Source: an optimization exercise on an open RTL-to-GDS flow (aim: small area, a short achievable clock period and few clock cycles per item). Production flows keep margins and buffers that such runs may drop. Function was checked by simulation only, so behaviour that the tests miss may differ from the original.

[flow/design.v]
module oflow_match (
	input  logic        clk,
	input  logic        reset_N,
	input  logic        start,
	input  logic        hist_we,
	input  logic [1:0]  hist_addr,
	input  logic [9:0]  hist_x_tl,
	input  logic [9:0]  hist_y_tl,
	input  logic [9:0]  hist_x_br,
	input  logic [9:0]  hist_y_br,
	input  logic [9:0]  cur_x_tl,
	input  logic [9:0]  cur_y_tl,
	input  logic [9:0]  cur_x_br,
	input  logic [9:0]  cur_y_br,
	output logic        done,
	output logic        busy,
	output logic [1:0]  best_idx,
	output logic [15:0] best_cost,
	output logic        no_match
);
	function automatic logic [9:0] span(input logic [9:0] tl, input logic [9:0] br);
		span = (br > tl) ? (br - tl) : 10'd0;
	endfunction
	function automatic logic [1:0] qsel(input logic [4:0] a, input logic [4:0] b, input logic [4:0] m);
		logic [3:0] s, c, y;
		s = a[4:1] ^ b[4:1] ^ m[4:1];
		c = (a[3:0] & b[3:0]) | (a[3:0] & m[3:0]) | (b[3:0] & m[3:0]);
		y = s + c;
		qsel = {!y[3], y[3] && (y != 4'hf)};
	endfunction
	function automatic logic sgn3(input logic [7:0] a, input logic [7:0] b, input logic [7:0] k);
		logic [7:0] s;
		s = a + b + k;
		sgn3 = s[7];
	endfunction
	logic [39:0] hist_q [4];
	logic [3:0]  hval_q;
	always_ff @(posedge clk) begin
		if (hist_we)
			hist_q[hist_addr] <= {hist_x_tl, hist_y_tl, hist_x_br, hist_y_br};
	end
	always_ff @(posedge clk or posedge reset_N) begin
		if (reset_N)
			hval_q <= 4'b0;
		else if (hist_we)
			hval_q[hist_addr] <= 1'b1;
	end
	logic       go;
	logic [3:0] ov;            
	logic [3:0] rem_q;         
	logic [2:0] hold_q;        
	logic [3:0] pend;          
	logic [1:0] s0_ix;         
	logic       ent;           
	assign go = start && !busy;
	always_comb begin
		for (int i = 0; i < 4; i++)
			ov[i] = hval_q[i] &&
			        (cur_x_br > hist_q[i][39:30]) && (hist_q[i][19:10] > cur_x_tl) &&
			        (cur_y_br > hist_q[i][29:20]) && (hist_q[i][9:0]   > cur_y_tl);
	end
	assign pend  = go ? ov : rem_q;
	assign s0_ix = pend[0] ? 2'd0 : pend[1] ? 2'd1 : pend[2] ? 2'd2 : 2'd3;
	assign ent   = (go || (busy && hold_q == 3'd0)) && (pend != 4'b0000);
	always_ff @(posedge clk or posedge reset_N) begin
		if (reset_N) begin
			rem_q  <= 4'b0000;
			hold_q <= 3'd0;
		end else if (go || busy) begin
			rem_q  <= ent ? (pend & (pend - 4'd1)) : pend;
			hold_q <= ent ? 3'd4 : (hold_q != 3'd0) ? hold_q - 3'd1 : 3'd0;
		end else begin
			rem_q  <= 4'b0000;
			hold_q <= 3'd0;
		end
	end
	logic [39:0] hb;
	logic [9:0]  s0_iw, s0_ih, s0_bw, s0_bh, s0_aw, s0_ah;
	logic [10:0] dx_aa, dx_ab, dx_ba, dx_bb, dy_aa, dy_ab, dy_ba, dy_bb, dx_i, dy_i;
	assign hb = hval_q[s0_ix] ? hist_q[s0_ix] : 40'd0;
	assign dx_aa = {1'b0, cur_x_br}  - {1'b0, cur_x_tl};
	assign dx_ab = {1'b0, cur_x_br}  - {1'b0, hb[39:30]};
	assign dx_ba = {1'b0, hb[19:10]} - {1'b0, cur_x_tl};
	assign dx_bb = {1'b0, hb[19:10]} - {1'b0, hb[39:30]};
	assign dy_aa = {1'b0, cur_y_br}  - {1'b0, cur_y_tl};
	assign dy_ab = {1'b0, cur_y_br}  - {1'b0, hb[29:20]};
	assign dy_ba = {1'b0, hb[9:0]}   - {1'b0, cur_y_tl};
	assign dy_bb = {1'b0, hb[9:0]}   - {1'b0, hb[29:20]};
	always_comb begin
		case ({cur_x_br < hb[19:10], cur_x_tl > hb[39:30]})
			2'b11:   dx_i = dx_aa;
			2'b10:   dx_i = dx_ab;
			2'b01:   dx_i = dx_ba;
			default: dx_i = dx_bb;
		endcase
		case ({cur_y_br < hb[9:0], cur_y_tl > hb[29:20]})
			2'b11:   dy_i = dy_aa;
			2'b10:   dy_i = dy_ab;
			2'b01:   dy_i = dy_ba;
			default: dy_i = dy_bb;
		endcase
		s0_iw = dx_i[10]  ? 10'd0 : dx_i[9:0];
		s0_ih = dy_i[10]  ? 10'd0 : dy_i[9:0];
		s0_bw = dx_bb[10] ? 10'd0 : dx_bb[9:0];
		s0_bh = dy_bb[10] ? 10'd0 : dy_bb[9:0];
		s0_aw = dx_aa[10] ? 10'd0 : dx_aa[9:0];
		s0_ah = dy_aa[10] ? 10'd0 : dy_aa[9:0];
	end
	logic       r1_v;
	logic [1:0] r1_ix;
	logic [9:0] r1_iw, r1_ih, r1_bw, r1_bh, r1_aw, r1_ah;
	always_ff @(posedge clk) begin
		r1_ix <= s0_ix;
		r1_iw <= s0_iw;
		r1_ih <= s0_ih;
		r1_bw <= s0_bw;
		r1_bh <= s0_bh;
		r1_aw <= s0_aw;
		r1_ah <= s0_ah;
	end
	logic [19:0] s1_it, s1_ab, s1_aa;
	logic [20:0] s1_u, s1_us, s1_uc, s1_un, s1_a1, s1_b1, s1_mj;
	assign s1_it = 20'(r1_iw) * r1_ih;
	assign s1_ab = 20'(r1_bw) * r1_bh;
	assign s1_aa = 20'(r1_aw) * r1_ah;
	assign s1_a1 = {1'b0, s1_aa};
	assign s1_b1 = {1'b0, s1_ab};
	assign s1_un = ~{1'b0, s1_it};
	assign s1_us = s1_a1 ^ s1_b1 ^ s1_un;
	assign s1_mj = (s1_a1 & s1_b1) | (s1_a1 & s1_un) | (s1_b1 & s1_un);
	assign s1_uc = {s1_mj[19:0], 1'b1};
	assign s1_u  = s1_us + s1_uc;
	logic        r2_v;
	logic [1:0]  r2_ix;
	logic [19:0] r2_it;
	logic [20:0] r2_u;
	always_ff @(posedge clk) begin
		r2_ix <= r1_ix;
		r2_it <= s1_it;
		r2_u  <= s1_u;
	end
	logic [20:0] s2_u0, s2_u1, s2_u2, s2_u3, s2_u4;
	logic [20:0] s2_x0, s2_x1, s2_x2, s2_x3, s2_x4;
	logic [19:0] s2_dd;
	logic        s2_z;
	assign s2_z  = (r2_u == 21'd0);
	assign {s2_u0, s2_x0} = (r2_u[20:5] == 16'd0)   ? {r2_u << 16, 21'(r2_it) << 16} : {r2_u, 21'(r2_it)};
	assign {s2_u1, s2_x1} = (s2_u0[20:13] == 8'd0)  ? {s2_u0 << 8, s2_x0 << 8} : {s2_u0, s2_x0};
	assign {s2_u2, s2_x2} = (s2_u1[20:17] == 4'd0)  ? {s2_u1 << 4, s2_x1 << 4} : {s2_u1, s2_x1};
	assign {s2_u3, s2_x3} = (s2_u2[20:19] == 2'd0)  ? {s2_u2 << 2, s2_x2 << 2} : {s2_u2, s2_x2};
	assign {s2_u4, s2_x4} = (s2_u3[20] == 1'b0)     ? {s2_u3 << 1, s2_x3 << 1} : {s2_u3, s2_x3};
	assign s2_dd  = s2_u4[19:0];
	logic        dv_act;       
	logic [2:0]  dv_cnt;       
	logic [1:0]  dv_ix;
	logic        dv_z;
	logic [19:0] dv_dd;
	logic [22:0] dv_ws, dv_wc;
	logic        dv_np, dv_nn;
	logic [15:0] dv_q, dv_qm;
	logic        fv;           
	assign fv = dv_act && (dv_cnt == 3'd4);
	logic [22:0] it0_a, it0_b, it0_m, it0_c, it0_ws, it0_wc;
	logic [1:0]  it0_cp, it0_cz, it0_cn;
	logic        it0_np, it0_nn;
	logic [15:0] it0_q, it0_qm;
	assign it0_a   = {dv_ws[21:0], 1'b0};
	assign it0_b   = {dv_wc[21:0], 1'b0};
	assign it0_m   = ({23{dv_np}} & ~{3'b001, dv_dd}) | ({23{dv_nn}} & {3'b001, dv_dd});
	assign it0_ws  = it0_a ^ it0_b ^ it0_m;
	assign it0_c   = (it0_a & it0_b) | (it0_a & it0_m) | (it0_b & it0_m);
	assign it0_wc  = {it0_c[21:0], dv_np};
	assign it0_cp  = qsel(it0_a[22:18], it0_b[22:18], ~{3'b001, dv_dd[19:18]});
	assign it0_cz  = qsel(it0_a[22:18], it0_b[22:18], 5'b00000);
	assign it0_cn  = qsel(it0_a[22:18], it0_b[22:18], {3'b001, dv_dd[19:18]});
	assign {it0_np, it0_nn} = dv_np ? it0_cp : (dv_nn ? it0_cn : it0_cz);
	assign it0_q   = dv_nn ? {dv_qm[14:0], 1'b1} : {dv_q[14:0], dv_np};
	assign it0_qm  = dv_np ? {dv_q[14:0], 1'b0} : {dv_qm[14:0], !dv_nn};
	logic [22:0] it1_a, it1_b, it1_m, it1_c, it1_ws, it1_wc;
	logic [1:0]  it1_cp, it1_cz, it1_cn;
	logic        it1_np, it1_nn;
	logic [15:0] it1_q, it1_qm;
	assign it1_a   = {it0_ws[21:0], 1'b0};
	assign it1_b   = {it0_wc[21:0], 1'b0};
	assign it1_m   = ({23{it0_np}} & ~{3'b001, dv_dd}) | ({23{it0_nn}} & {3'b001, dv_dd});
	assign it1_ws  = it1_a ^ it1_b ^ it1_m;
	assign it1_c   = (it1_a & it1_b) | (it1_a & it1_m) | (it1_b & it1_m);
	assign it1_wc  = {it1_c[21:0], it0_np};
	assign it1_cp  = qsel(it1_a[22:18], it1_b[22:18], ~{3'b001, dv_dd[19:18]});
	assign it1_cz  = qsel(it1_a[22:18], it1_b[22:18], 5'b00000);
	assign it1_cn  = qsel(it1_a[22:18], it1_b[22:18], {3'b001, dv_dd[19:18]});
	assign {it1_np, it1_nn} = it0_np ? it1_cp : (it0_nn ? it1_cn : it1_cz);
	assign it1_q   = it0_nn ? {it0_qm[14:0], 1'b1} : {it0_q[14:0], it0_np};
	assign it1_qm  = it0_np ? {it0_q[14:0], 1'b0} : {it0_qm[14:0], !it0_nn};
	logic [22:0] it2_a, it2_b, it2_m, it2_c, it2_ws, it2_wc;
	logic [1:0]  it2_cp, it2_cz, it2_cn;
	logic        it2_np, it2_nn;
	logic [15:0] it2_q, it2_qm;
	assign it2_a   = {it1_ws[21:0], 1'b0};
	assign it2_b   = {it1_wc[21:0], 1'b0};
	assign it2_m   = ({23{it1_np}} & ~{3'b001, dv_dd}) | ({23{it1_nn}} & {3'b001, dv_dd});
	assign it2_ws  = it2_a ^ it2_b ^ it2_m;
	assign it2_c   = (it2_a & it2_b) | (it2_a & it2_m) | (it2_b & it2_m);
	assign it2_wc  = {it2_c[21:0], it1_np};
	assign it2_cp  = qsel(it2_a[22:18], it2_b[22:18], ~{3'b001, dv_dd[19:18]});
	assign it2_cz  = qsel(it2_a[22:18], it2_b[22:18], 5'b00000);
	assign it2_cn  = qsel(it2_a[22:18], it2_b[22:18], {3'b001, dv_dd[19:18]});
	assign {it2_np, it2_nn} = it1_np ? it2_cp : (it1_nn ? it2_cn : it2_cz);
	assign it2_q   = it1_nn ? {it1_qm[14:0], 1'b1} : {it1_q[14:0], it1_np};
	assign it2_qm  = it1_np ? {it1_q[14:0], 1'b0} : {it1_qm[14:0], !it1_nn};
	logic [22:0] it3_a, it3_b, it3_m, it3_c, it3_ws, it3_wc;
	logic [1:0]  it3_cp, it3_cz, it3_cn;
	logic        it3_np, it3_nn;
	logic [15:0] it3_q, it3_qm;
	assign it3_a   = {it2_ws[21:0], 1'b0};
	assign it3_b   = {it2_wc[21:0], 1'b0};
	assign it3_m   = ({23{it2_np}} & ~{3'b001, dv_dd}) | ({23{it2_nn}} & {3'b001, dv_dd});
	assign it3_ws  = it3_a ^ it3_b ^ it3_m;
	assign it3_c   = (it3_a & it3_b) | (it3_a & it3_m) | (it3_b & it3_m);
	assign it3_wc  = {it3_c[21:0], it2_np};
	assign it3_cp  = qsel(it3_a[22:18], it3_b[22:18], ~{3'b001, dv_dd[19:18]});
	assign it3_cz  = qsel(it3_a[22:18], it3_b[22:18], 5'b00000);
	assign it3_cn  = qsel(it3_a[22:18], it3_b[22:18], {3'b001, dv_dd[19:18]});
	assign {it3_np, it3_nn} = it2_np ? it3_cp : (it2_nn ? it3_cn : it3_cz);
	assign it3_q   = it2_nn ? {it2_qm[14:0], 1'b1} : {it2_q[14:0], it2_np};
	assign it3_qm  = it2_np ? {it2_q[14:0], 1'b0} : {it2_qm[14:0], !it2_nn};
	always_ff @(posedge clk) begin
		if (r2_v) begin
			dv_ix <= r2_ix;
			dv_z  <= s2_z;
			dv_dd <= s2_dd;
			dv_ws <= {2'b00, s2_x4};
			dv_wc <= 23'd0;
			dv_np <= 1'b1;
			dv_nn <= 1'b0;
			dv_q  <= 16'd0;
			dv_qm <= 16'hffff;
		end else begin
			dv_ws <= it3_ws;
			dv_wc <= it3_wc;
			dv_np <= it3_np;
			dv_nn <= it3_nn;
			dv_q  <= it3_q;
			dv_qm <= it3_qm;
		end
	end
	always_ff @(posedge clk or posedge reset_N) begin
		if (reset_N) begin
			r1_v   <= 1'b0;
			r2_v   <= 1'b0;
			dv_act <= 1'b0;
			dv_cnt <= 3'd0;
		end else begin
			r1_v <= ent;
			r2_v <= r1_v;
			if (r2_v) begin
				dv_act <= 1'b1;
				dv_cnt <= 3'd0;
			end else if (fv) begin
				dv_act <= 1'b0;
			end else if (dv_act) begin
				dv_cnt <= dv_cnt + 3'd1;
			end
		end
	end
	logic [22:0] f_wsum;
	logic [15:0] f_r;
	logic [15:0] fcost;
	assign f_wsum = dv_ws + dv_wc;
	assign f_r    = f_wsum[22] ? dv_qm : dv_q;
	assign fcost  = (!fv || dv_z) ? 16'hffff : ~f_r;
	logic        inflight;
	logic [15:0] lc_q;
	logic [1:0]  li_q;
	logic [15:0] bc_q;
	logic [1:0]  bi_q;
	logic [15:0] lcost;
	logic [1:0]  lidx;
	logic        take_l;
	assign inflight = (rem_q != 4'b0000) || r1_v || r2_v || (dv_act && !fv);
	assign done     = busy && !inflight;
	always_ff @(posedge clk or posedge reset_N) begin
		if (reset_N) begin
			busy <= 1'b0;
			lc_q <= 16'hffff;
			li_q <= 2'd0;
			bc_q <= 16'hffff;
			bi_q <= 2'd0;
		end else if (go) begin
			busy <= 1'b1;
			bc_q <= 16'hffff;
			bi_q <= 2'd0;
		end else if (busy) begin
			if (done) begin
				busy <= 1'b0;
				lc_q <= fcost;
				li_q <= dv_ix;
			end else if (fcost < bc_q) begin
				bc_q <= fcost;
				bi_q <= dv_ix;
			end
		end
	end
	assign lcost     = busy ? fcost : lc_q;
	assign lidx      = busy ? dv_ix : li_q;
	assign take_l    = (lcost < bc_q);
	assign best_cost = take_l ? lcost : bc_q;
	assign best_idx  = take_l ? lidx : bi_q;
	assign no_match  = (best_cost > 16'he000);
endmodule
[flow/run.sh]
#!/bin/bash
# synth_recipe.tcl (not shown) runs the flow's synth.tcl, then flattens the netlist and writes it again
# the make line also repeats each setting of config.mk as NAME=value (left out here)
make -C /OpenROAD-flow-scripts/flow DESIGN_CONFIG=/design/flow/config.mk WORK_HOME=/design/flow/orfs CLKGATE_MAP_FILE= SYNTH_SCRIPT=/design/flow/synth_recipe.tcl finish
[flow/config.mk]
export PLATFORM = sky130hd
export DESIGN_NAME = oflow_match
export DESIGN_NICKNAME = oflow_match
export VERILOG_FILES = /design/flow/design.v
export SDC_FILE = /design/flow/constraint.sdc
export NUM_CORES = 4
export LEC_CHECK = 0
export CAP_MARGIN = 20
export CORE_MARGIN = 2
export CORE_UTILIZATION = 60
export PLACE_DENSITY = 0.7
export SLEW_MARGIN = 20
[flow/constraint.sdc]
create_clock -name core_clock -period 9.0 [get_ports {clk}]
set_input_delay 1.8000 -clock core_clock [delete_from_list [all_inputs] [get_ports {clk}]]
set_output_delay 1.8000 -clock core_clock [all_outputs]
set_load 0.01 [all_outputs]
==> metrics.md, run 1 <==
| Metric | Value |
|---|---|
| Worst Path Required | 9540 ps |
| Outcome | finished clean |
| Number of port buffers | 106 |
| Post-cts resize count | 0 |
| Full die area | 71800 sq um |
| Post-Layout Cell Count | 5601 |
| Leading area contributor after synthesis | ha_1 |
| Syn Inst Count | 4575 |
| Clock Skews | 52.8 ps |
| Antenna viol nets, final | 0 |
| Final WL | 111 mm |
| Die height | 268 microns |
| Most common cell type on the critical path | o21ai_0 |
| Clock Path Buffers | 3 |
| Die Wd | 268 microns |
| Top cells by count, synth | inv_1 (625), ha_1 (577), nand2_1 (483) |
| 1st-pass router iterations | 5 |
| Net Count, Synth | 5552 |
| Core box area | 68800 sq um |
| Total gr overflow | 0 |
| Row count | 96 |
| Clock root buffer | clkbuf_16 |
| CTS buffer count | 46 |
| Initial antenna violation count | 1 |
| Hold/Removal Path Class | reg2reg |
| R2R Path Start | dv_dd[19] |
| Critical path startpoint category | primary input |
| WHS | 328 ps |
| Synth Register Bits | 421 |
| Crit-path leading delay family | compound AO/OA/AOI/OAI gates |
| EDFF count, synth | 183 |
| # H-tree levels | 2 |
| Largest net degree at the start of global routing | 81 |
| Fmax | 117 MHz |
| Worst setup EP type | flop |
| Period Utilization, post-route | 94.6% |
| Critical Path Max Stage Delay | 820 ps |
| Clk sinks | 421 |
| Net count, final | 5608 |
| GP Congestion | 0.975 |
| Worst r2r path cells | 26 |
| Buf+Inv Stages, Crit Path | 1 |
| Worst Setup SP | cur_y_br[9] |
| Remaining DRCs | 0 |
| Worst slew pin tran | 1020 ps |
| Via-to-Cell Ratio | 5.78 |
| Synth cell types | 96 |
| Slowest stage cell, crit path | clkdlybuf4s50_1 |
| Critical path data arrival time | 9050 ps |
| Setup tns final | 0 ps |
| Minimum clock period | 8510 ps |
| Fin. Hold Viols | 0 |
| Hold buffer count at CTS | 0 |
| Share of layout cells above drive strength 1 | 5.42% |
| Vias | 32400 |
| Synth top area share | 17.3% |
| Most common cell in the netlist | inv_1 |
| Slew HR | 32.0% |
| Hold Crit Start | r1_ix[0] |
| # setup viols final | 0 |
| Avg WL per Cell | 19.9 microns |
| WHS Path Cells | 0 |
| Post-CTS Setup Repair Bufs | 0 |
| Placed Instances | 5514 |
| Vias in the first global route | 32500 |
| Ys Warns | 1 |
| First-pass GRT wire length | 177 mm |
| Synth Flop Type | dfxtp_1 |
| Post-synthesis sequential area ratio | 25.3% |
| RSZ-0062 raised after global routing | no |
| Detailed placement HPWL | 88.6 mm |
| Synth Cell Area | 41800 sq um |
| # fillers | 5750 |
| Max Cap Violations | 0 |
| WP depth | 23 |
| Worst-path clk slew | 70 ps |
| Setup Crit Path Kind | in2reg |
| Skew-Pair Late Insertion Delay | 630 ps |
| Initial drt markers | 2261 |
| Post-synth ARST share | 12.8% |
| Critical Path Fanout Max | 20 |
| Slew Viols, Final | 0 |
| Starting Density | 60.8% |
| All-Layer GR Usage | 31.5% |
| Syn_area_per_cell | 9.14 sq um |
| CTS tree | built |
| Layout area overhead | 9.03% |
| Crit-path cells | clkdlybuf4s50_1, ha_1, nand4_1, o311ai_1, a31oi_1, o211ai_1, o31ai_4, mux2i_1, o221ai_2, nand2_1, ha_1, nor2b_1, o21ai_0, a21boi_0, o21ai_0, a21boi_0, o21a_1, o21ai_0, or4b_2, o311a_1, nor2_1, a311oi_1, a211oi_1 |
| Synth area leaders | ha_1 (17%), fa_1 (15%), edfxtp_1 (13%), dfxtp_1 (8.8%), inv_1 (5.6%) |
| I/O Pins | 107 |
area by class of cell:
type                    count  area [sq um]  area share [%]
diodes                      1          2.50         0.00549
clock buffers              52          1220            2.67
clock inverters            34           382           0.837
inverters                 627          2350            5.16
multi-input cells        3374         28400            62.3
flip-flops and latches    421         10600            23.2
well taps                 931          1160            2.55
repair buffers            161          1520            3.34
routing by layer:
layer	wire (microns)	up-vias	GRT usage (%)
met2	52700	971	53.2
met4	5510	0	14.2
met1	47500	15600	40.9
li1	-	15600	-
met5	0	-	0
met3	5720	219	3.40
layout by cell type, fill, tap and decap left out, drive strengths merged, types with 42 or more instances in the layout:
| cell type | instances |
|---|---|
| buf | 55 |
| mux2i | 115 |
| a21oi | 255 |
| clkbuf | 52 |
| ha | 577 |
| a21o | 92 |
| nor3 | 42 |
| nor2b | 64 |
| nand4 | 45 |
| inv | 638 |
| fa | 314 |
| nor2 | 290 |
| a211oi | 58 |
| nand2 | 483 |
| clkdlybuf4s50 | 106 |
| o21ai | 191 |
| nand3 | 51 |
| dfxtp | 184 |
| xor2 | 49 |
| and2 | 194 |
| edfxtp | 183 |
| xnor2 | 109 |
cell families (layout without fill, tap and decap cells):
logic type      after synthesis  count (layout)  share of synthesized area [%]
simple gates               1306            1306                           14.9
fa+ha+maj                   891             891                           32.3
compound gates              868             868                           13.4
buf+inv                     780             874                           7.09
flops                       421             421                           25.3
xor+xnor                    158             158                           3.31
mux                         151             151                           3.72
other cells                   0               1                              0
state kept, by name, summed over array words and instances, names as in the netlist, 20 cells and up:
name / cells
hist_q: 160
dv_ws: 23
dv_wc: 22
r2_u: 21
dv_dd: 20
r2_it: 20
worst register-to-register path: cells and delay by family, from the launching register on:
kind / cells / cell delay [ps]
adders and majority gates: 7 / 3110
AOI/OAI and AO/OA: 7 / 1540
buffers and inverters: 5 / 1140
and+or+nand+nor: 3 / 590
DFF: 1 / 580
xor gates and xnor gates: 2 / 460
muxes: 2 / 290
stage by stage:
| stage | utilization (%) | setup slack [ps] | cell area (sq um) |
|---|---|---|---|
| 2_1_floorplan | - | 1450 | 41800 |
| 3_3_place_gp | 63.9 | 177 | 44000 |
| 4_1_cts | 66.3 | 629 | 45600 |
| 6_report | 66.3 | 489 | 45600 |
| 3_5_place_dp | 63.9 | 51.5 | 44000 |
| 5_1_grt | 66.3 | 121 | 45600 |
final timing paths:
| path | to | slack [ps] |
|---|---|---|
| min in group asynchronous | li_q[1] | 1690 |
| worst min register to register | r2_ix[0] | 330 |
| max in group asynchronous | r2_v | 6780 |
| worst min-delay path | r2_ix[0] | 330 |
| worst max register to register | dv_ws[7] | 1140 |
| worst max-delay path | r1_iw[9] | 490 |
Testbench counts, summed over its fixed seeds: cycles 4,034, runs 512.
==> run 2: changes to the inputs <==
--- a/flow/config.mk
+++ b/flow/config.mk
@@ -8,5 +8,4 @@
 export CAP_MARGIN = 20
 export CORE_MARGIN = 2
-export CORE_UTILIZATION = 60
-export PLACE_DENSITY = 0.7
+export CORE_UTILIZATION = 40
 export SLEW_MARGIN = 20
==> metrics.md, run 2 <==
| Metric | Value |
|---|---|
| Outcome | finished clean |
| Hold buffer count at CTS | 0 |
| Largest family of logic cells by synthesized area | adder cells |
| Setup tns final | 0 ps |
| Slew HR | 25.4% |
| Hold Crit Start | r1_ix[1] |
| Clock root buffer | clkbuf_16 |
| Largest Register | hist_q |
| Share of layout cells above drive strength 1 | 5.62% |
| Most common cell type on the critical path | fa_1 |
| Number of port buffers | 106 |
| Max Cap Violations | 0 |
| Die Wd | 327 microns |
| Net count, final | 5622 |
| Post-Layout Cell Count | 6064 |
| Slew Viols, Final | 0 |
| Post-CTS Setup Repair Bufs | 0 |
| Critical path data arrival time | 8480 ps |
| Fmax | 125 MHz |
| Clk sinks | 421 |
| Design area | 46300 sq um |
| Setup Crit Path Kind | reg2reg |
| Worst slew pin tran | 1110 ps |
| Final WS setup | 981 ps |
| Compound-Gate Fraction of Synth Area | 13.4% |
| EDFF count, synth | 183 |
| Buf+Inv Stages, Crit Path | 4 |
| Clock Path Buffers | 3 |
| Skew-Pair Late Insertion Delay | 630 ps |
| Synth top area share | 17.3% |
| Worst setup EP type | flop |
| Hold/Removal Path Class | reg2reg |
| Fin. Hold Viols | 0 |
| Clock Skews | 36.3 ps |
| # fillers | 10100 |
| Placed Instances | 5976 |
| R2R setup slack | 980 ps |
| RSZ-0062 raised after global routing | no |
| Post-Place Cell Area | 44600 sq um |
| Largest regs | hist_q (160), dv_ws (23), dv_wc (22) |
| Synth Cell Area | 41800 sq um |
| Detailed placement HPWL | 91.7 mm |
| R2R Path Start | dv_dd[19] |
| Core box area | 104000 sq um |
| WHS | 332 ps |
| Syn_area_per_cell | 9.14 sq um |
| Starting Density | 40.4% |
| Vias | 32000 |
| WHS Path Cells | 0 |
| Capture point of the worst reg-to-reg path | dv_ws[18] |
| Leading area contributor after synthesis | ha_1 |
| # setup viols final | 0 |
| Multi-input gate area | 28400 sq um |
| Critical Path Fanout Max | 12 |
| Most frequent cells in the layout | inv_1 (624), ha_1 (577), nand2_1 (483) |
| Initial antenna violation count | 2 |
| Critical path startpoint category | flop |
| Critical Path Max Stage Delay | 650 ps |
| I/O Pins | 107 |
| Period Utilization, post-route | 89.1% |
| Synth Flop Type | dfxtp_1 |
| Vias in the first global route | 32400 |
| Most common cell in the netlist | inv_1 |
| Worst r2r path cells | 26 |
| Layout area overhead | 10.7% |
| Commonest non-fill, non-tap cell in the layout | inv_1 |
| Synth area leaders | ha_1 (17%), fa_1 (15%), edfxtp_1 (13%), dfxtp_1 (8.8%), inv_1 (5.6%) |
| Worst-path clk slew | 60 ps |
| All-Layer GR Usage | 21.7% |
| Row count | 118 |
| Post-synthesis sequential area ratio | 25.3% |
| Multiplexer area fraction after synthesis | 3.72% |
| Post-Synth Adder-Cell Area | 32.3% |
| Largest net degree at the start of global routing | 77 |
| Die height | 327 microns |
| CTS buffer count | 47 |
| Worst slack at placement | 533 ps |
| CTS tree | built |
| Fraction of the mapped netlist area in simple logic gates | 14.9% |
| Synth cell types | 96 |
| First-pass GRT wire length | 184 mm |
| Syn Inst Count | 4575 |
| Synth Register Bits | 421 |
| Worst Path Required | 9460 ps |
| Max FFs per register | 160 |
| Final Core Density | 44.7% |
| Minimum clock period | 8020 ps |
| Worst Hold End | r2_ix[1] |
| # H-tree levels | 2 |
| Total gr overflow | 0 |
| Post-cts resize count | 0 |
| Avg WL per Cell | 19.1 microns |
| Ys Warns | 1 |
| Final WL | 116 mm |
| Initial drt markers | 2192 |
| Register area | 10600 sq um |
| Synth Area in XOR/XNOR | 3.31% |
| 1st-pass router iterations | 5 |
| Post-synth ARST share | 12.8% |
| Net Count, Synth | 5552 |
| WP depth | 26 |
| Antenna viol nets, final | 0 |
| Remaining DRCs | 0 |
| Crit-path leading delay family | adder cells |
| Slowest stage cell, crit path | fa_1 |
| Via-to-Cell Ratio | 5.27 |
| GP Congestion | 0.923 |
| Full die area | 107000 sq um |
| Top cells by count, synth | inv_1 (625), ha_1 (577), nand2_1 (483) |
## run 2: cell types whose count changed in the layout (fill, tap and decap cells not counted), moves of 2 or more
cell	delta
buf_12	-2
buf_4	+15
bufinv_16	+2
clkbuf_1	+6
clkbuf_16	+2
clkbuf_8	+3
clkinv_16	-2
clkinv_4	-2
clkinvlp_2	-2
inv_6	-3
## run 2: cell type report
type                            count  area share (%)
Inverter                          627            5.08
Tap cell                         1380            3.73
Clock buffer                       62            2.86
Clock inverter                     25           0.670
Sequential cell                   421            22.8
Multi-Input combinational cell   3374            61.4
Antenna cell                        1         0.00541
Timing Repair Buffer              174            3.45
## run 2: worst max path at each step
| stage | from | end | slack (ps) |
|---|---|---|---|
| floorplan | dv_dd[19] | dv_ws[7] | 1450 |
| global placement | cur_y_tl[9] | r1_ih[3] | 590 |
| detailed placement | cur_y_br[9] | r1_ih[4] | 530 |
| CTS | dv_ws[18] | best_idx[0] | 930 |
| global route | dv_dd[19] | dv_ws[17] | 290 |
| finish | dv_dd[19] | dv_ws[18] | 980 |
## run 2: worst register-to-register path, cell delays in order (launching register included)
cell	delay, ps
edfxtp_1	550
inv_1	340
fa_1	650
inv_1	50
ha_1	220
fa_1	420
xor2_1	170
a311o_1	370
a211oi_1	250
o21ai_1	110
and3_1	380
nand2_1	140
o21ai_0	110
fa_1	620
inv_1	70
ha_1	340
ha_1	310
a21o_1	150
a21oi_1	230
xor2_1	310
o31a_1	220
mux2i_1	120
mux2i_2	450
buf_4	300
a21oi_1	100
fa_1	460
a222oi_1	430
## run 2: kinds of logic after synthesis
group | after synthesis
mux | 151
simple gates | 1306
flops | 421
compound gates | 868
xor+xnor | 158
fa+ha+maj | 891
buf+inv | 780
## run 2: layer usage
layer	global-route usage, %	vias to the layer above	share of wire (%)
met1	29.4	15400	46
met5	0	-	0.010
li1	-	15600	-
met2	36.0	759	47
met4	7.64	2	3.7
met3	2.10	204	4.0
==> run 3: changes to the inputs <==
--- a/flow/design.v
+++ b/flow/design.v
@@ -265,17 +265,27 @@
 	end
 	logic [22:0] f_wsum;
-	logic [15:0] f_r;
+	logic        f_neg;
+	logic        f_inv;        
+	logic [15:0] fc_q, fc_m;   
+	logic        lt_q, lt_m;   
 	logic [15:0] fcost;
+	logic        f_lt;
 	assign f_wsum = dv_ws + dv_wc;
-	assign f_r    = f_wsum[22] ? dv_qm : dv_q;
-	assign fcost  = (!fv || dv_z) ? 16'hffff : ~f_r;
+	assign f_neg  = f_wsum[22];
+	assign f_inv  = !fv || dv_z;
+	assign fc_q   = f_inv ? 16'hffff : ~dv_q;
+	assign fc_m   = f_inv ? 16'hffff : ~dv_qm;
+	assign lt_q   = (fc_q < bc_q);
+	assign lt_m   = (fc_m < bc_q);
+	assign fcost  = f_neg ? fc_m : fc_q;
+	assign f_lt   = f_neg ? lt_m : lt_q;
 	logic        inflight;
 	logic [15:0] lc_q;
 	logic [1:0]  li_q;
+	logic        ll_q;         
 	logic [15:0] bc_q;
 	logic [1:0]  bi_q;
-	logic [15:0] lcost;
-	logic [1:0]  lidx;
 	logic        take_l;
+	logic        nm_b, nm_l, nm_f;
 	assign inflight = (rem_q != 4'b0000) || r1_v || r2_v || (dv_act && !fv);
 	assign done     = busy && !inflight;
@@ -285,4 +295,5 @@
 			lc_q <= 16'hffff;
 			li_q <= 2'd0;
+			ll_q <= 1'b0;
 			bc_q <= 16'hffff;
 			bi_q <= 2'd0;
@@ -296,5 +307,6 @@
 				lc_q <= fcost;
 				li_q <= dv_ix;
-			end else if (fcost < bc_q) begin
+				ll_q <= f_lt;
+			end else if (f_lt) begin
 				bc_q <= fcost;
 				bi_q <= dv_ix;
@@ -302,9 +314,10 @@
 		end
 	end
-	assign lcost     = busy ? fcost : lc_q;
-	assign lidx      = busy ? dv_ix : li_q;
-	assign take_l    = (lcost < bc_q);
-	assign best_cost = take_l ? lcost : bc_q;
-	assign best_idx  = take_l ? lidx : bi_q;
-	assign no_match  = (best_cost > 16'he000);
+	assign nm_b      = (bc_q > 16'he000);
+	assign nm_l      = (lc_q > 16'he000);
+	assign nm_f      = f_neg ? (fc_m > 16'he000) : (fc_q > 16'he000);
+	assign take_l    = busy ? f_lt : ll_q;
+	assign best_cost = !take_l ? bc_q : busy ? fcost : lc_q;
+	assign best_idx  = !take_l ? bi_q : busy ? dv_ix : li_q;
+	assign no_match  = !take_l ? nm_b : busy ? nm_f : nm_l;
 endmodule
--- a/flow/config.mk
+++ b/flow/config.mk
@@ -9,3 +9,5 @@
 export CORE_MARGIN = 2
 export CORE_UTILIZATION = 40
+export SETUP_SLACK_MARGIN = 2.5
 export SLEW_MARGIN = 20
+export TNS_END_PERCENT = 100
==> metrics.md, run 3 <==
| Metric | Value |
|---|---|
| Detailed placement HPWL | 95.3 mm |
| Setup Crit Path Kind | reg2reg |
| Clk sinks | 422 |
| Clock Path Buffers | 3 |
| Design area | 50800 sq um |
| Post-synth ARST share | 13.0% |
| Layout area overhead | 19.7% |
| Largest regs | hist_q (160), dv_ws (23), dv_wc (22) |
| Synth Flop Type | dfxtp_1 |
| First-pass GRT wire length | 193 mm |
| Synth cell types | 97 |
| WP depth | 27 |
| Syn_area_per_cell | 9.08 sq um |
| Die Wd | 330 microns |
| Fin. Hold Viols | 0 |
| Largest net degree at the start of global routing | 68 |
| Post-synthesis sequential area ratio | 25.0% |
| Antenna viol nets, final | 0 |
| Slowest stage cell, crit path | fa_1 |
| Leading area contributor after synthesis | ha_1 |
| Worst Path Required | 9470 ps |
| Worst-path clk slew | 60 ps |
| Critical Path Max Stage Delay | 560 ps |
| Syn Inst Count | 4677 |
| Core box area | 105000 sq um |
| Net count, final | 5904 |
| Commonest non-fill, non-tap cell in the layout | inv_1 |
| Share of layout cells above drive strength 1 | 16.8% |
| R2R setup slack | 2180 ps |
| Via-to-Cell Ratio | 5.40 |
| Final WS setup | 2180 ps |
| Net Count, Synth | 5654 |
| Full die area | 109000 sq um |
| CTS tree | built |
| All-Layer GR Usage | 22.5% |
| Hold/Removal Path Class | reg2reg |
| Most common cell in the netlist | inv_1 |
| Worst setup EP type | flop |
| Vias | 34300 |
| I/O Pins | 107 |
| Worst r2r path cells | 27 |
| # fillers | 9827 |
| Crit-path leading delay family | adder cells |
| Hold buffer count at CTS | 0 |
| Clock root buffer | clkbuf_16 |
| Period Utilization, post-route | 75.8% |
| CP endpoint | r2_u[19] |
| Max Cap Violations | 0 |
| Synth Cell Area | 42500 sq um |
| Row count | 119 |
| Ys Warns | 1 |
| Skew-Pair Late Insertion Delay | 620 ps |
| Minimum clock period | 6820 ps |
| Starting Density | 40.3% |
| Number of port buffers | 106 |
| Post-Place Cell Area | 45200 sq um |
| Outcome | finished clean |
| CTS buffer count | 47 |
| Most common cell type on the critical path | fa_1 |
| Critical Path Fanout Max | 6 |
| Worst slew pin tran | 1030 ps |
| Synth Register Bits | 422 |
| Critical path startpoint category | flop |
| Initial antenna violation count | 3 |
| 1st-pass router iterations | 8 |
| Top cells by count, synth | inv_1 (626), ha_1 (577), nand2_1 (481) |
| # setup viols final | 0 |
| Setup tns final | 0 ps |
| EDFF count, synth | 183 |
| Remaining DRCs | 0 |
| Slew Viols, Final | 0 |
| Fmax | 147 MHz |
| Clock Skews | 40.7 ps |
| Synth top area share | 17.0% |
| Avg WL per Cell | 20.0 microns |
| Most frequent cells in the layout | inv_1 (590), ha_1 (522), nand2_1 (470) |
| # H-tree levels | 2 |
| Vias in the first global route | 33700 |
| GP Congestion | 0.946 |
| Max FFs per register | 160 |
| Capture point of the worst reg-to-reg path | r2_u[19] |
| Largest Register | hist_q |
| Die height | 330 microns |
| Buf+Inv Stages, Crit Path | 7 |
| Initial drt markers | 2337 |
| Worst Setup SP | r1_ih[3] |
| R2R Path Start | r1_ih[3] |
| Critical path data arrival time | 7290 ps |
| Total gr overflow | 0 |
| RSZ-0062 raised after global routing | yes |
| Synth area leaders | ha_1 (17%), fa_1 (15%), edfxtp_1 (13%), dfxtp_1 (8.7%), inv_1 (5.5%) |
| Final WL | 127 mm |
| Worst slack at placement | 842 ps |
| Slew HR | 30.4% |
-- run 3: logic make-up after synthesis --
group | Yosys count | share of synthesized area [%]
compound gates | 932 | 14.1
mux | 154 | 3.80
buf+inv | 789 | 7.10
simple gates | 1336 | 15.0
xor+xnor | 153 | 3.24
flops | 422 | 25.0
fa+ha+maj | 891 | 31.8
-- run 3: routing by layer --
metal | GRT usage (%) | routed length, microns | share of wire (%)
met4 | 7.90 | 4990 | 3.9
met3 | 2.53 | 6130 | 4.8
met1 | 29.5 | 54500 | 43
met2 | 38.4 | 61200 | 48
met5 | 0 | 0 | 0
-- run 3: layout make-up --
cell class                 instances  area [sq um]  area share [%]
antenna                            3          7.51          0.0148
clock buffer                      70          1460            2.87
sequential                       422         10700            21.2
timing repair buffer             356          3360            6.62
multi-input combinational       3470         30900            60.8
inverter                         629          2420            4.76
clock inverter                    17           170           0.335
tap                             1391          1740            3.43
timing repair inverter             1          6.26          0.0123
-- run 3: worst min path at each step --
| stage | from | end | cells after the start |
|---|---|---|---|
| 4_1_cts | r1_ix[1] | r2_ix[1] | 0 |
| 2_1_floorplan | r1_ix[0] | r2_ix[0] | 0 |
| 6_report | r1_ix[0] | r2_ix[0] | 0 |
| 3_3_place_gp | r1_ix[0] | r2_ix[0] | 0 |
| 5_1_grt | r1_ix[1] | r2_ix[1] | 0 |
| 3_5_place_dp | r1_ix[1] | r2_ix[1] | 0 |
-- run 3: timing repair --
item | in CTS | in global routing
cloned | 6 | 10
gates resized for setup | 377 | 341
pin swaps | 98 | 175
endpoints found under the setup margin | 144 | 107
buffers inserted | 106 | 90
-- run 3: through the flow --
stage	utilization, %	hold WS, ps	cells
after detailed placement	42.9	315	6057
after floorplan	-	310	4677
after global routing	48.3	331	6358
final	48.3	326	6359
after CTS	46.4	329	6256
after global placement	42.9	311	6057
Testbench counts of run 3, summed over its fixed seeds: cycles 4,034, runs 512.
==> run 4: changes to the inputs <==
--- a/flow/config.mk
+++ b/flow/config.mk
@@ -9,5 +9,3 @@
 export CORE_MARGIN = 2
 export CORE_UTILIZATION = 40
-export SETUP_SLACK_MARGIN = 2.5
 export SLEW_MARGIN = 20
-export TNS_END_PERCENT = 100
==> metrics.md, run 4 <==
| Metric | Value |
|---|---|
| Synth Flop Type | dfxtp_1 |
| # H-tree levels | 2 |
| Syn Inst Count | 4677 |
| Top cells by count, synth | inv_1 (626), ha_1 (577), nand2_1 (481) |
| Net Count, Synth | 5654 |
| Via-to-Cell Ratio | 5.32 |
| Clk sinks | 422 |
| Minimum clock period | 7960 ps |
| Initial drt markers | 2205 |
| Hold/Removal Path Class | reg2reg |
| Clock Path Buffers | 3 |
| Fmax | 126 MHz |
| CTS tree | built |
| Detailed placement HPWL | 94.3 mm |
| Row count | 119 |
| Vias | 32700 |
| Clock Skews | 28.5 ps |
| Largest net degree at the start of global routing | 72 |
| All-Layer GR Usage | 21.5% |
| Critical path data arrival time | 8460 ps |
| Leading area contributor after synthesis | ha_1 |
| Net count, final | 5692 |
| Synth Register Bits | 422 |
| Synth Cell Area | 42500 sq um |
| # setup viols final | 0 |
| Vias in the first global route | 32600 |
| Die height | 330 microns |
| Antenna viol nets, final | 0 |
| Synth top area share | 17.0% |
| Number of port buffers | 106 |
| Commonest non-fill, non-tap cell in the layout | inv_1 |
| CTS buffer count | 48 |
| Synth cell types | 97 |
| Die Wd | 330 microns |
| Clock root buffer | clkbuf_16 |
| Skew-Pair Late Insertion Delay | 610 ps |
| Initial antenna violation count | 1 |
| GP Congestion | 0.932 |
| Worst setup EP type | flop |
| First-pass GRT wire length | 185 mm |
| Post-synthesis sequential area ratio | 25.0% |
| Core box area | 105000 sq um |
| Most common cell type on the critical path | fa_1 |
| Critical Path Max Stage Delay | 710 ps |
| Total gr overflow | 0 |
| Most frequent cells in the layout | inv_1 (625), ha_1 (577), nand2_1 (481) |
| Final WL | 117 mm |
| Period Utilization, post-route | 88.5% |
| Synth area leaders | ha_1 (17%), fa_1 (15%), edfxtp_1 (13%), dfxtp_1 (8.7%), inv_1 (5.5%) |
| Avg WL per Cell | 19.1 microns |
| Max Cap Violations | 0 |
| Largest Register | hist_q |
| Post-CTS Setup Repair Bufs | 0 |
| Final Core Density | 44.3% |
| Share of layout cells above drive strength 1 | 4.82% |
| Critical path startpoint category | flop |
| EDFF count, synth | 183 |
| Outcome | finished clean |
| Worst slew pin tran | 1060 ps |
| Remaining DRCs | 0 |
| RSZ-0062 raised after global routing | no |
| Worst-path clk slew | 60 ps |
| Full die area | 109000 sq um |
| Slew HR | 29.2% |
| Slowest stage cell, crit path | dfxtp_1 |
| Post-cts resize count | 0 |
| Max FFs per register | 160 |
| Layout area overhead | 9.87% |
| Worst Path Required | 9500 ps |
| # fillers | 10200 |
| Slew Viols, Final | 0 |
| Fin. Hold Viols | 0 |
| 1st-pass router iterations | 6 |
| R2R setup slack | 1040 ps |
| Most common cell in the netlist | inv_1 |
| Starting Density | 40.3% |
| Critical Path Fanout Max | 10 |
| Syn_area_per_cell | 9.08 sq um |
| Ys Warns | 1 |
| Hold buffer count at CTS | 0 |
| Setup tns final | 0 ps |
| Post-synth ARST share | 13.0% |
| Largest regs | hist_q (160), dv_ws (23), dv_wc (22) |
| I/O Pins | 107 |
| Setup Crit Path Kind | reg2reg |
run 4: worst paths after layout:
check,start,to,cells after the start
max in group asynchronous,reset_N,r2_v,3
max,r1_ih[1],r2_u[20],27
min,r1_ix[1],r2_ix[1],0
min reg2reg,r1_ix[1],r2_ix[1],0
max reg2reg,r1_ih[1],r2_u[20],27
min in group asynchronous,reset_N,hval_q[3],3
run 4: cell type report:
cell class | instances | area [sq um] | area share [%]
clock inverter | 22 | 302 | 0.646
tap | 1391 | 1740 | 3.73
multi-input combinational | 3466 | 28900 | 62.0
sequential | 422 | 10600 | 22.7
timing repair buffer | 148 | 1390 | 2.98
clock buffer | 62 | 1340 | 2.86
antenna | 1 | 2.50 | 0.00537
inverter | 629 | 2360 | 5.06
run 4: stage by stage:
stage | instance area (sq um) | hold slack [ps] | std cells | setup slack [ps]
after floorplan | 42500 | 310 | 4677 | 1730
after global placement | 45000 | 314 | 6056 | 856
after detailed placement | 45000 | 317 | 6056 | 763
after CTS | 46600 | 330 | 6140 | 997
after global routing | 46600 | 331 | 6140 | 507
final | 46600 | 328 | 6141 | 1040
run 4: cell families after synthesis:
kind of cell | share of synthesized area, %
and+or+nand+nor | 15.0
AOI/OAI and AO/OA | 14.1
adders and majority gates | 31.8
buffers and inverters | 7.10
DFF | 25.0
muxes | 3.80
xor gates and xnor gates | 3.24
run 4: layer usage:
metal	global-route usage (%)	vias to the layer above	part of all wire [%]
met1	28.6	15800	45
li1	-	16000	-
met3	1.94	156	3.6
met5	0	-	0
met4	6.50	0	3.2
met2	37.1	725	48
run 4: critical path, delay by kind of cell, from the launching register on:
| kind | cells | cell delay, ps |
|---|---|---|
| adders and majority gates | 8 | 3350 |
| and+or+nand+nor | 5 | 890 |
| xor gates and xnor gates | 1 | 520 |
| buffers and inverters | 4 | 200 |
| DFF | 1 | 710 |
| AOI/OAI and AO/OA | 9 | 2160 |
==> run 5: changes to the inputs <==
--- a/flow/config.mk
+++ b/flow/config.mk
@@ -9,3 +9,5 @@
 export CORE_MARGIN = 2
 export CORE_UTILIZATION = 40
+export SETUP_SLACK_MARGIN = 1.5
 export SLEW_MARGIN = 20
+export TNS_END_PERCENT = 100
==> metrics.md, run 5 <==
| Metric | Value |
|---|---|
| Outcome | finished clean |
| CTS buffer count | 48 |
| Initial antenna violation count | 1 |
| Row count | 119 |
| Post-Place Cell Area | 45000 sq um |
| Synth Flop Type | dfxtp_1 |
| Net Count, Synth | 5654 |
| Worst slack at placement | 763 ps |
| Fmax | 138 MHz |
| Setup Crit Path Kind | in2reg |
| Synth Cell Area | 42500 sq um |
| Via-to-Cell Ratio | 5.36 |
| Total gr overflow | 0 |
| Leading area contributor after synthesis | ha_1 |
| # H-tree levels | 2 |
| Syn Inst Count | 4677 |
| Worst Path Required | 9470 ps |
| Hold Crit Start | r1_ix[1] |
| Most frequent cells in the layout | inv_1 (612), ha_1 (575), nand2_1 (481) |
| R2R setup slack | 1850 ps |
| EDFF count, synth | 183 |
| Largest regs | hist_q (160), dv_ws (23), dv_wc (22) |
| Final WL | 119 mm |
| Setup tns final | 0 ps |
| Detailed placement HPWL | 94.3 mm |
| Clk sinks | 422 |
| Minimum clock period | 7270 ps |
| Commonest non-fill, non-tap cell in the layout | inv_1 |
| Syn_area_per_cell | 9.08 sq um |
| Final Core Density | 44.8% |
| Skew-Pair Late Insertion Delay | 610 ps |
| Most common cell in the netlist | inv_1 |
| Antenna cells | 0 |
| Max FFs per register | 160 |
| Synth cell types | 97 |
| R2R Path Start | r1_ih[1] |
| All-Layer GR Usage | 21.6% |
| Max Cap Violations | 0 |
| Remaining DRCs | 0 |
| Worst setup EP type | flop |
| Core box area | 105000 sq um |
| Slew Viols, Final | 0 |
| Post-Layout Cell Count | 6157 |
| # setup viols final | 0 |
| Slew HR | 28.5% |
| Die height | 330 microns |
| Hold buffer count at CTS | 0 |
| Share of layout cells above drive strength 1 | 6.69% |
| # fillers | 10100 |
| Period Utilization, post-route | 80.7% |
| Largest Register | hist_q |
| Clock root buffer | clkbuf_16 |
| Ys Warns | 1 |
| Vias | 33000 |
| Hold/Removal Path Class | reg2reg |
| Die Wd | 330 microns |
| Synth area leaders | ha_1 (17%), fa_1 (15%), edfxtp_1 (13%), dfxtp_1 (8.7%), inv_1 (5.5%) |
| Clock Skews | 31.3 ps |
| WHS Path Cells | 0 |
| Design area | 47200 sq um |
| Largest net degree at the start of global routing | 72 |
| Critical path startpoint category | primary input |
| Layout area overhead | 11.1% |
| Post-synthesis sequential area ratio | 25.0% |
| Net count, final | 5709 |
| Fin. Hold Viols | 0 |
| Starting Density | 40.3% |
| CTS tree | built |
| Avg WL per Cell | 19.4 microns |
| Clock Path Buffers | 3 |
| Number of port buffers | 106 |
| First-pass GRT wire length | 185 mm |
| Vias in the first global route | 32700 |
| 1st-pass router iterations | 5 |
| Worst-path clk slew | 60 ps |
| Post-synth ARST share | 13.0% |
| Antenna viol nets, final | 0 |
| Top cells by count, synth | inv_1 (626), ha_1 (577), nand2_1 (481) |
| Full die area | 109000 sq um |
| Final WS setup | 1730 ps |
| I/O Pins | 107 |
| Critical path data arrival time | 7740 ps |
| WHS | 328 ps |
| GP Congestion | 0.932 |
| Worst Hold End | r2_ix[1] |
| Synth top area share | 17.0% |
| Worst slew pin tran | 1070 ps |
| RSZ-0062 raised after global routing | yes |
| Synth Register Bits | 422 |
| Capture point of the worst reg-to-reg path | r2_u[20] |
| Placed Instances | 6056 |
| Initial drt markers | 2217 |
| Critical Path Fanout Max | 21 |
| Worst r2r path cells | 28 |
[run 5: cell families after synthesis]
kind of cell	after synthesis	synth area share (%)
and+or+nand+nor	1336	15.0
muxes	154	3.80
xor gates and xnor gates	153	3.24
DFF	422	25.0
AOI/OAI and AO/OA	932	14.1
buffers and inverters	789	7.10
adders and majority gates	891	31.8
[run 5: layout make-up]
cell class              count  area, sq um  area share (%)
inverters                 629         2370            5.03
well taps                1391         1740            3.69
clock inverters            22          302           0.639
repair buffers            163         1600            3.38
multi-input cells        3468        29200            61.8
flip-flops and latches    422        10700            22.6
clock buffers              62         1340            2.83
[run 5: worst max-delay path: stages]
cell and delay (ps):
clkdlybuf4s50_1 690, ha_1 440, nand4_1 160, a31oi_1 300, o32ai_2 180, o31a_4 410
o211a_1 230, o31a_4 360, buf_4 240, nor2_2 220, ha_1 200, inv_1 60
fa_1 420, nand2_1 90, nand2_1 60, a21o_1 210, a21o_1 180, a21oi_1 280
o21ai_0 220, a21o_1 220, a211oi_1 220, a21o_1 150, mux2_2 280, nor4_1 90
[run 5: metal layers]
metal / up-vias / share of wire [%] / global-route usage [%]
li1: 16000 / - / -
met4: 0 / 3.3 / 6.41
met5: - / 0 / 0
met1: 16100 / 45 / 28.6
met2: 775 / 48 / 37.4
met3: 172 / 3.6 / 2.02
[run 5: what timing repair did]
item                                    CTS  global route
cloned                                    1             3
endpoints found under the setup margin   40            61
pin swaps                                 1             9
setup buffers                             4             9
gates resized for setup                  15           110
[run 5: worst max-delay path by stage]
stage,from,endpoint,slack (ps),cells past startpoint
6_report,cur_x_br[6],r1_iw[7],1730,24
3_5_place_dp,cur_x_tl[3],r1_ih[6],760,24
2_1_floorplan,cur_x_tl[4],r1_ih[4],1730,27
3_3_place_gp,cur_x_tl[3],r1_ih[6],860,25
5_1_grt,r1_iw[5],r2_u[20],1410,27
4_1_cts,r1_ah[3],r2_u[19],1510,27
==> run 6: changes to the inputs <==
--- a/flow/config.mk
+++ b/flow/config.mk
@@ -9,5 +9,5 @@
 export CORE_MARGIN = 2
 export CORE_UTILIZATION = 40
-export SETUP_SLACK_MARGIN = 1.5
+export SETUP_SLACK_MARGIN = 2.0
 export SLEW_MARGIN = 20
 export TNS_END_PERCENT = 100
==> metrics.md, run 6 <==
| Metric | Value |
|---|---|
| Synth area leaders | ha_1 (17%), fa_1 (15%), edfxtp_1 (13%), dfxtp_1 (8.7%), inv_1 (5.5%) |
| Die height | 330 microns |
| Largest regs | hist_q (160), dv_ws (23), dv_wc (22) |
| Syn Inst Count | 4677 |
| Largest Register | hist_q |
| Syn_area_per_cell | 9.08 sq um |
| Worst Path Required | 9510 ps |
| Setup Crit Path Kind | reg2reg |
| Core box area | 105000 sq um |
| Skew-Pair Late Insertion Delay | 640 ps |
| Post-synthesis sequential area ratio | 25.0% |
| Slowest stage cell, crit path | fa_1 |
| Remaining DRCs | 0 |
| Synth cell types | 97 |
| Vias | 33500 |
| Critical path startpoint category | flop |
| Multi-input gate area | 29800 sq um |
| Post-Place Cell Area | 45000 sq um |
| Slew HR | 29.8% |
| Clock root buffer | clkbuf_16 |
| GP Congestion | 0.945 |
| Crit-path leading delay family | adder cells |
| Register area | 10700 sq um |
| Total gr overflow | 0 |
| Synth Register Bits | 422 |
| Synth Flop Type | dfxtp_1 |
| Final WL | 120 mm |
| Clock Path Buffers | 3 |
| CP endpoint | r2_u[19] |
| Max FFs per register | 160 |
| Critical Path Max Stage Delay | 530 ps |
| # fillers | 9987 |
| Worst r2r path cells | 28 |
| Number of port buffers | 106 |
| CTS tree | built |
| Period Utilization, post-route | 76.7% |
| Net count, final | 5799 |
| Ys Warns | 1 |
| All-Layer GR Usage | 21.7% |
| Vias in the first global route | 33100 |
| WP depth | 28 |
| Largest net degree at the start of global routing | 68 |
| # H-tree levels | 2 |
| CTS buffer count | 49 |
| Die Wd | 330 microns |
| Starting Density | 40.3% |
| Clock Skews | 45.8 ps |
| Share of layout cells above drive strength 1 | 11.4% |
| Slew Viols, Final | 0 |
| Commonest non-fill, non-tap cell in the layout | inv_1 |
| Full die area | 109000 sq um |
| Final Core Density | 46.4% |
| # setup viols final | 0 |
| Capture point of the worst reg-to-reg path | r2_u[19] |
| Post-synth ARST share | 13.0% |
| Layout area overhead | 15.0% |
| Top cells by count, synth | inv_1 (626), ha_1 (577), nand2_1 (481) |
| Fin. Hold Viols | 0 |
| Worst setup EP type | flop |
| Antenna viol nets, final | 0 |
| Hold/Removal Path Class | reg2reg |
| Outcome | finished clean |
| Fmax | 145 MHz |
| Most common cell type on the critical path | fa_1 |
| Row count | 119 |
| Worst Setup SP | r1_ih[1] |
| Critical path data arrival time | 7420 ps |
| Net Count, Synth | 5654 |
| First-pass GRT wire length | 187 mm |
| Buf+Inv Stages, Crit Path | 5 |
| Synth Cell Area | 42500 sq um |
| Synth top area share | 17.0% |
| Worst slew pin tran | 1050 ps |
| Via-to-Cell Ratio | 5.35 |
| Detailed placement HPWL | 93.1 mm |
| R2R setup slack | 2090 ps |
| Initial drt markers | 2078 |
| Design area | 48800 sq um |
| I/O Pins | 107 |
| Most frequent cells in the layout | inv_1 (598), ha_1 (553), nand2_1 (477) |
| RSZ-0062 raised after global routing | yes |
| Leading area contributor after synthesis | ha_1 |
| Worst-path clk slew | 60 ps |
| Initial antenna violation count | 3 |
| Clk sinks | 422 |
| EDFF count, synth | 183 |
| Minimum clock period | 6910 ps |
| R2R Path Start | r1_ih[1] |
| Antenna cells | 0 |
| Max Cap Violations | 0 |
| Critical Path Fanout Max | 6 |
| Hold buffer count at CTS | 0 |
| Avg WL per Cell | 19.3 microns |
| Most common cell in the netlist | inv_1 |
| Setup tns final | 0 ps |
| 1st-pass router iterations | 6 |
==> run 6: worst min path at each step <==
stage          slack (ps)  endpoint  startpoint  cells past startpoint
3_3_place_gp          310  r2_ix[0]    r1_ix[0]                      0
2_1_floorplan         310  r2_ix[0]    r1_ix[0]                      0
3_5_place_dp          320  r2_ix[0]    r1_ix[0]                      0
5_1_grt               350  r2_ix[1]    r1_ix[1]                      0
4_1_cts               330  r2_ix[0]    r1_ix[0]                      0
6_report              330  r2_ix[0]    r1_ix[0]                      0
==> run 6: layer usage <==
| layer | up-vias | global-route usage, % | part of all wire, % |
|---|---|---|---|
| met4 | 4 | 7.20 | 3.7 |
| met5 | - | 0 | 0.024 |
| li1 | 16200 | - | - |
| met2 | 794 | 37.5 | 48 |
| met1 | 16300 | 28.6 | 44 |
| met3 | 195 | 2.12 | 3.9 |
==> run 6: timing repair <==
item	4_1_cts	5_1_grt
gates cloned	2	2
setup endpoints to repair	127	117
pin swaps	19	74
resized for setup	152	233
buffers inserted	29	72
==> run 6: cell type report <==
class	count	area share (%)
multi-input combinational	3467	61.1
sequential	422	22.0
inverter	629	4.96
timing repair buffer	253	4.89
clock inverter	25	0.559
clock buffer	67	2.97
tap	1391	3.56
==> run 6: cell families after synthesis <==
group | synth area share [%]
and+or+nand+nor | 15.0
AOI/OAI and AO/OA | 14.1
adders and majority gates | 31.8
buffers and inverters | 7.10
DFF | 25.0
muxes | 3.80
xor gates and xnor gates | 3.24
==> run 6: worst reg2reg max path, delay by kind of cell, from the launching register on <==
| family | cells | cell delay [ps] |
|---|---|---|
| adders and majority gates | 8 | 3260 |
| buffers and inverters | 5 | 350 |
| AOI/OAI and AO/OA | 10 | 1920 |
| DFF | 1 | 430 |
| and+or+nand+nor | 4 | 670 |
| xor gates and xnor gates | 1 | 160 |
==> run 6: per-stage QoR <==
| step | std cells | setup WS, ps | hold WS, ps |
|---|---|---|---|
| 6_report | 6254 | 2090 | 332 |
| 3_5_place_dp | 6057 | 575 | 321 |
| 3_3_place_gp | 6057 | 754 | 315 |
| 4_1_cts | 6180 | 2000 | 335 |
| 5_1_grt | 6254 | 1840 | 352 |
| 2_1_floorplan | 4677 | 2030 | 310 |
==> run 7: changes to the inputs <==
--- a/flow/config.mk
+++ b/flow/config.mk
@@ -9,5 +9,5 @@
 export CORE_MARGIN = 2
 export CORE_UTILIZATION = 40
-export SETUP_SLACK_MARGIN = 2.0
+export SETUP_SLACK_MARGIN = 1.0
 export SLEW_MARGIN = 20
 export TNS_END_PERCENT = 100
==> metrics.md, run 7 <==
| Metric | Value |
|---|---|
| Clock Path Buffers | 3 |
| Buf+Inv Stages, Crit Path | 3 |
| Critical path startpoint category | primary input |
| Multiplexer area fraction after synthesis | 3.80% |
| Vias in the first global route | 32600 |
| CTS tree | built |
| Synth area leaders | ha_1 (17%), fa_1 (15%), edfxtp_1 (13%), dfxtp_1 (8.7%), inv_1 (5.5%) |
| Crit-path cells | clkdlybuf4s50_1, ha_1, and4_1, and3_1, a31oi_1, o311ai_0, o31ai_4, buf_4, a21oi_1, nor2_1, ha_1, inv_1, fa_1, nand2_1, nand2_1, a21o_1, a21o_1, a21oi_1, o21ai_0, a21o_1, a211oi_1, a21o_1, mux2_2, nor4_1 |
| Largest Register | hist_q |
| Worst slew pin tran | 1050 ps |
| Worst setup EP type | flop |
| Period Utilization, post-route | 84.4% |
| Ys Warns | 1 |
| Total gr overflow | 0 |
| Largest net degree at the start of global routing | 72 |
| # fillers | 10200 |
| Critical Path Fanout Max | 71 |
| Antenna cells | 0 |
| Leading area contributor after synthesis | ha_1 |
| Minimum clock period | 7590 ps |
| Slew HR | 29.6% |
| CTS buffer count | 48 |
| Worst r2r path cells | 26 |
| First-pass GRT wire length | 185 mm |
| Via-to-Cell Ratio | 5.32 |
| R2R Path Start | r1_bw[3] |
| Compound-Gate Fraction of Synth Area | 14.1% |
| Largest regs | hist_q (160), dv_ws (23), dv_wc (22) |
| Worst Setup SP | cur_y_br[6] |
| Core box area | 105000 sq um |
| Net count, final | 5694 |
| Critical path data arrival time | 8060 ps |
| Detailed placement HPWL | 94.3 mm |
| Post-Layout Cell Count | 6142 |
| # H-tree levels | 2 |
| Final WL | 118 mm |
| Layout area overhead | 9.95% |
| Net Count, Synth | 5654 |
| Most frequent cells in the layout | inv_1 (625), ha_1 (577), nand2_1 (481) |
| Die Wd | 330 microns |
| Synth Area in XOR/XNOR | 3.24% |
| Vias | 32700 |
| Capture point of the worst reg-to-reg path | r2_u[19] |
| RSZ-0062 raised after global routing | no |
| Fmax | 132 MHz |
| Skew-Pair Late Insertion Delay | 610 ps |
| Fin. Hold Viols | 0 |
| Avg WL per Cell | 19.1 microns |
| Crit-path leading delay family | compound AO/OA/AOI/OAI gates |
| Outcome | finished clean |
| I/O Pins | 107 |
| Top cells by count, synth | inv_1 (626), ha_1 (577), nand2_1 (481) |
| CP endpoint | r1_iw[7] |
| Largest family of logic cells by synthesized area | adder cells |
| Synth Cell Area | 42500 sq um |
| Share of layout cells above drive strength 1 | 5.03% |
| Setup tns final | 0 ps |
| Initial antenna violation count | 1 |
| Slowest stage cell, crit path | clkdlybuf4s50_1 |
| All-Layer GR Usage | 21.5% |
| WP depth | 24 |
| Post-synthesis sequential area ratio | 25.0% |
| Slew Viols, Final | 0 |
| # setup viols final | 0 |
| Number of port buffers | 106 |
| Synth Flop Type | dfxtp_1 |
| Post-synth ARST share | 13.0% |
| 1st-pass router iterations | 6 |
| Clock Skews | 31.2 ps |
| Synth Register Bits | 422 |
| Synth top area share | 17.0% |
| Placed Instances | 6056 |
| GP Congestion | 0.932 |
| Syn_area_per_cell | 9.08 sq um |
| Hold/Removal Path Class | reg2reg |
| Most common cell in the netlist | inv_1 |
| Antenna viol nets, final | 0 |
| Worst Path Required | 9470 ps |
| Remaining DRCs | 0 |
| Die height | 330 microns |
| Commonest non-fill, non-tap cell in the layout | inv_1 |
| Fraction of the mapped netlist area in simple logic gates | 15.0% |
| Initial drt markers | 2275 |
| Synth cell types | 97 |
| Starting Density | 40.3% |
| Most common cell type on the critical path | a21o_1 |
| R2R setup slack | 1450 ps |
| Syn Inst Count | 4677 |
| EDFF count, synth | 183 |
| Clk sinks | 422 |
| Post-Synth Adder-Cell Area | 31.8% |
| Critical Path Max Stage Delay | 810 ps |
| Row count | 119 |
| Setup Crit Path Kind | in2reg |
| Max Cap Violations | 0 |
| Full die area | 109000 sq um |
| Worst-path clk slew | 60 ps |
| Clock root buffer | clkbuf_16 |
| Max FFs per register | 160 |
==> run 7: cell types whose count changed in the layout (fill, tap and decap cells not counted), sizes merged, moves of 2 or more <==
cell           previous run  this run
buf                     144        44
bufinv                    3         7
clkbuf                   76        62
clkdlybuf4s15             2         0
clkdlybuf4s50            66       106
clkinv                   12         9
clkinvlp                 14         6
dlygate4sd2               6         0
dlymetal6s2s             25         0
inv                     625       629
==> run 7: how the worst min path moves through the flow <==
stage / startpoint / to / slack [ps] / depth (start not counted)
floorplan: r1_ix[0] / r2_ix[0] / 310 / 0
global placement: r1_ix[0] / r2_ix[0] / 310 / 0
detailed placement: r1_ix[1] / r2_ix[1] / 320 / 0
CTS: r1_ix[1] / r2_ix[1] / 330 / 0
global route: r1_ix[1] / r2_ix[1] / 330 / 0
finish: r1_ix[1] / r2_ix[1] / 330 / 0
==> run 7: worst reg2reg max path, stage by stage, from the launching register on <==
cell      delay (ps)
dfxtp_1          600
nand2_1          150
fa_1             550
inv_1             50
fa_1             450
ha_1             330
fa_1             530
inv_1             50
fa_1             530
inv_1             40
ha_1             320
a21boi_0         150
o21ai_0          260
a21boi_0         120
o21ai_0          230
nand2_1          100
xnor2_1          380
fa_1             490
inv_1             60
ha_1             290
or2_2            320
a21oi_1          150
a31oi_1           70
a41o_1           280
or4_1            430
a2111o_1         380
o311ai_0         100
==> run 7: routing by layer <==
layer	global-route usage, %	vias up	wire [microns]
met3	1.94	154	4330
met2	37.1	731	56300
met5	0	-	0
met4	6.50	0	3680
li1	-	16000	-
met1	28.6	15800	53200
==> run 7: what timing repair did <==
| action | CTS | global route |
|---|---|---|
| setup buffers | 0 | 2 |
| hold buffers | 0 | 0 |
| resized for setup | 1 | 10 |
| endpoints found under the setup margin | 1 | 27 |
==> run 7: area by class of cell <==
type	count	area [sq um]	area share, %
multi-input combinational	3466	28900	62.0
clock inverter	22	302	0.646
sequential	422	10600	22.7
clock buffer	62	1340	2.86
inverter	629	2360	5.06
tap	1391	1740	3.73
timing repair buffer	150	1410	3.02
==> run 7: stage by stage <==
step / utilization, % / setup WS, ps / area (sq um) / hold slack [ps]
final: 44.3 / 1410 / 46700 / 328
after global routing: 44.3 / 1010 / 46700 / 331
after CTS: 44.3 / 1070 / 46600 / 330
after detailed placement: 42.7 / 763 / 45000 / 317
after global placement: 42.7 / 856 / 45000 / 314
after floorplan: - / 1730 / 42500 / 310
==> run 7: kinds of logic (layout without fill, tap and decap cells) <==
| family | count (synthesis) | count (layout) |
|---|---|---|
| simple gates | 1336 | 1336 |
| fa+ha+maj | 891 | 891 |
| compound gates | 932 | 932 |
| buf+inv | 789 | 863 |
| xor+xnor | 153 | 153 |
| mux | 154 | 154 |
| flops | 422 | 422 |

-- static timing again, ports no longer ideal --
Ports are ideal in the flow. The routed layouts listed here were re-timed in OpenROAD.
Step 1: set_driving_cell puts a clkbuf_16 on clk and a buf_2 on each other input, an assumption about the parent block.
Step 2 adds t to the input delays and takes it off the output delays; t is the mean of the earliest and latest rising clock arrival at the registers after step 1. Input paths then give back, and output paths get back, about the clock's delay inside the block.
a / b / c = no drivers / after step 1 / after step 2; a / b = the first two.
run | shift t [ns] | setup slack, ns | worst hold slack (ns) | slew at the worst register clock pin (ns) | worst data-port slew with drivers (ns)
run 1 | 0.675 | 0.489 / 0.530 / -0.146 | 0.328 / 0.328 / 0.328 | 0.07 / 0.07 | 0.06
run 2 | 0.682 | 0.981 / 0.923 / 0.392 | 0.332 / 0.332 / 0.332 | 0.07 / 0.07 | 0.07
run 3 | 0.669 | 2.180 / 2.180 / 1.943 | 0.326 / 0.326 / 0.326 | 0.07 / 0.07 | 0.15
run 4 | 0.660 | 1.037 / 1.037 / 0.713 | 0.328 / 0.328 / 0.328 | 0.07 / 0.07 | 0.09
run 5 | 0.665 | 1.735 / 1.780 / 1.115 | 0.328 / 0.328 / 0.328 | 0.07 / 0.07 | 0.09
run 6 | 0.690 | 2.094 / 2.094 / 1.546 | 0.332 / 0.332 / 0.332 | 0.07 / 0.07 | 0.06
run 7 | 0.660 | 1.407 / 1.359 / 0.792 | 0.328 / 0.328 / 0.328 | 0.07 / 0.07 | 0.09
With both steps, setup timing fails in run 1, where it was met with ideal ports. The setup slack of run 1, which loses most, moves by +0.041 ns with the drivers and by -0.635 ns with both steps.
